From an optimization exercise on the open Yosys and OpenROAD flow, aimed at small area and few clock cycles per item; shortcuts taken in it are not production practice. In this exercise RTL edits were held to simulation tests only and were not proved equivalent to the original.

==> flow/design.v (excerpt) <==
module fpmul_top (
	input  logic              clk,
	input  logic              rst,
	input  logic              in_valid,
	input  logic [31:0]       a,
	input  logic [31:0]       b,
	input  logic              out_credit,
	output logic              in_credit,
	output logic              out_valid,
	output logic [31:0]       z,
	output logic [FLAG_W-1:0] flags
);
clock: 9.0 ns
lec_check: 0
cap_margin: 20
core_margin: 2
core_utilization: 60
cts_buf_list: sky130_fd_sc_hd__clkbuf_8
cts_cluster_diameter: 60
cts_cluster_size: 18
place_density: 0.7
slew_margin: 20
synth_hierarchical: 1
synth_minimum_keep_size: 0
standard.sh (not shown) runs the stock make flow with config.mk's settings and CLKGATE_MAP_FILE= SYNTH_SCRIPT=/design/flow/synth_recipe.tcl, a recipe that flattens the netlist after the stock synthesis.
==> flow/flow/run.sh <==
#!/bin/bash
# The standard layout, except that the port buffers are the smallest buffer
# cell instead of the flow's default choice. Every port still gets one.
set -e
export BUFFER_PORTS_ARGS="-buffer_cell sky130_fd_sc_hd__buf_1"
bash standard.sh > standard.log 2>&1
The starting point ran to the end with no violations.
Testbench counts at the start, summed over its fixed seeds: cycles 4,808, items 4,800.
Edit:
GPL_TIMING_DRIVEN = 0   (was default)
Clock skew went down by 0.010 ns; clock-buffer cell count went down by 4; cell area went up by 5.1%; wire length went up by 5.6%; hold slack stays flat; setup slack improves by 0.017 ns.
Edit:
==> flow/run.sh (new file) <==
#!/bin/bash
# synth_recipe.tcl (not shown) runs the flow's synth.tcl, then flattens the netlist and writes it again
# the make line also repeats each setting of config.mk as NAME=value (left out here)
make -C /OpenROAD-flow-scripts/flow DESIGN_CONFIG=/design/flow/config.mk WORK_HOME=/design/flow/orfs CLKGATE_MAP_FILE= SYNTH_SCRIPT=/design/flow/synth_recipe.tcl finish
CORE_UTILIZATION = 70   (was 60)
CTS_BUF_LIST = sky130_fd_sc_hd__clkbuf_4   (was sky130_fd_sc_hd__clkbuf_8)
CTS_CLUSTER_DIAMETER = default   (was 60)
CTS_CLUSTER_SIZE = default   (was 18)
GPL_TIMING_DRIVEN = default   (was 0)
PLACE_DENSITY = 0.75   (was 0.7)
removed: flow/flow/run.sh
removed: flow/standard.sh
- flip-flop and latch count is unchanged
- synthesized area does not change
- routed wire length is lower by 7.7%
- non-clock buffer count is lower by 58
- clock skew is higher by 0.028 ns
- die area is lower by 14%
- critical path depth is lower by 2
Edit:
==> flow/flow/run.sh (new file) <==
#!/bin/bash
# The standard layout, except that the port buffers are the smallest buffer
# cell instead of the flow's default choice. Every port still gets one.
set -e
export BUFFER_PORTS_ARGS="-buffer_cell sky130_fd_sc_hd__buf_1"
bash standard.sh > standard.log 2>&1
==> flow/standard.sh (new file) <==
#!/bin/bash
# synth_recipe.tcl (not shown) runs the flow's synth.tcl, then flattens the netlist and writes it again
# the make line also repeats each setting of config.mk as NAME=value (left out here)
make -C /OpenROAD-flow-scripts/flow DESIGN_CONFIG=/design/flow/config.mk WORK_HOME=/design/flow/orfs CLKGATE_MAP_FILE= SYNTH_SCRIPT=/design/flow/synth_recipe.tcl "${@:-finish}"
CAP_MARGIN = 0   (was 20)
CORE_UTILIZATION = 60   (was 70)
CTS_BUF_LIST = sky130_fd_sc_hd__clkbuf_8   (was sky130_fd_sc_hd__clkbuf_4)
CTS_CLUSTER_DIAMETER = 60   (was default)
CTS_CLUSTER_SIZE = 18   (was default)
PLACE_DENSITY = 0.7   (was 0.75)
SLEW_MARGIN = 0   (was 20)
removed: flow/run.sh
After rerunning: The new run completed with no timing, DRC or antenna violations. Cell count decreases by 0.74%. Via count came out lower by 1.8%. Worst hold slack barely changes. Wire length came out higher by about 3%. Setup slack is about the same.

* * *

Starting RTL as in the previous note.
// fpmul_top
module fpmul_top (
	input  logic              clk,
	input  logic              rst,
	input  logic              in_valid,
	input  logic [31:0]       a,
	input  logic [31:0]       b,
	input  logic              out_credit,
	output logic              in_credit,
	output logic              out_valid,
	output logic [31:0]       z,
	output logic [FLAG_W-1:0] flags
);
export LEC_CHECK = 0
export CAP_MARGIN = 20
export CORE_MARGIN = 2
export CORE_UTILIZATION = 60
export CTS_BUF_LIST = sky130_fd_sc_hd__clkbuf_8
export CTS_CLUSTER_DIAMETER = 50
export CTS_CLUSTER_SIZE = 14
export PLACE_DENSITY = 0.7
export SLEW_MARGIN = 20
export SYNTH_HIERARCHICAL = 1
export SYNTH_MINIMUM_KEEP_SIZE = 0
create_clock -name core_clock -period 9.0 [get_ports {clk}]
==> flow/flow/run.sh <==
#!/bin/bash
# The standard layout, except that the port buffers are the smallest buffer
# cell instead of the flow's default choice. Every port still gets one.
set -e
export BUFFER_PORTS_ARGS="-buffer_cell sky130_fd_sc_hd__buf_1"
bash standard.sh > standard.log 2>&1
The baseline completed with no timing, DRC or antenna violations.
Testbench counts at the start, summed over its fixed seeds: cycles 4,808, items 4,800.
==> next run, changes <==
==> flow/run.sh (new file) <==
#!/bin/bash
# synth_recipe.tcl (not shown) runs the flow's synth.tcl, then flattens the netlist and writes it again
# the make line also repeats each setting of config.mk as NAME=value (left out here)
make -C /OpenROAD-flow-scripts/flow DESIGN_CONFIG=/design/flow/config.mk WORK_HOME=/design/flow/orfs CLKGATE_MAP_FILE= SYNTH_SCRIPT=/design/flow/synth_recipe.tcl finish
CTS_BUF_LIST = sky130_fd_sc_hd__clkbuf_4 sky130_fd_sc_hd__clkbuf_8   (was sky130_fd_sc_hd__clkbuf_8)
CTS_CLUSTER_DIAMETER = not set   (was 50)
CTS_CLUSTER_SIZE = not set   (was 14)
removed: flow/flow/run.sh
removed: flow/standard.sh
The new run completed with no timing, DRC or antenna violations; count of clock-buffer cells in the layout rose by 26; global-route usage grows by 0.39 points; maximum frequency grows by 4.4%; cell count increases by 1.3%; synthesized cell count does not change; via count fell by 0.46%; design area is higher by 3.4%; setup slack is better by 0.37 ns.
==> next run, changes <==
CTS_BUF_LIST = not set   (was sky130_fd_sc_hd__clkbuf_4 sky130_fd_sc_hd__clkbuf_8)
After rerunning: Utilization went up by 0.13 points; routed wire length is about the same; design area is about the same; non-clock buffer count went down by 2.

## separate check: timing with driven ports
Ports are ideal in the flow. The routed layouts listed here were re-timed in OpenROAD. Step 1: set_driving_cell puts a clkbuf_16 on clk and a buf_2 on each other input, an assumption about the parent block. Step 2 times the ports against the registers' clock, not the clock port: input delays grow and output delays shrink by t, the midpoint of the rising clock arrivals with the driver on. Three values: no drivers, after step 1, after step 2; two values: the first two.
run | t (ns) | setup slack, ns | worst hold slack (ns)
the first run of note 1 | 0.672 | 0.273 / 0.273 / 0.273 | 0.458 / 0.458 / 0.458
the second run of note 1 | 0.626 | 0.290 / 0.290 / 0.290 | 0.461 / 0.461 / 0.461
the third run of note 1 | 0.778 | 0.323 / 0.323 / 0.323 | 0.455 / 0.455 / 0.455
the fourth run of note 1 | 0.676 | 0.321 / 0.321 / 0.321 | 0.456 / 0.456 / 0.456
the first run of note 2 | 0.644 | 0.268 / 0.268 / 0.268 | 0.453 / 0.453 / 0.453
the second run of note 2 | 0.687 | 0.635 / 0.635 / 0.635 | 0.461 / 0.461 / 0.461
the third run of note 2 | 0.600 | 0.477 / 0.477 / 0.477 | 0.460 / 0.460 / 0.460
After both steps every run listed still meets setup and hold.
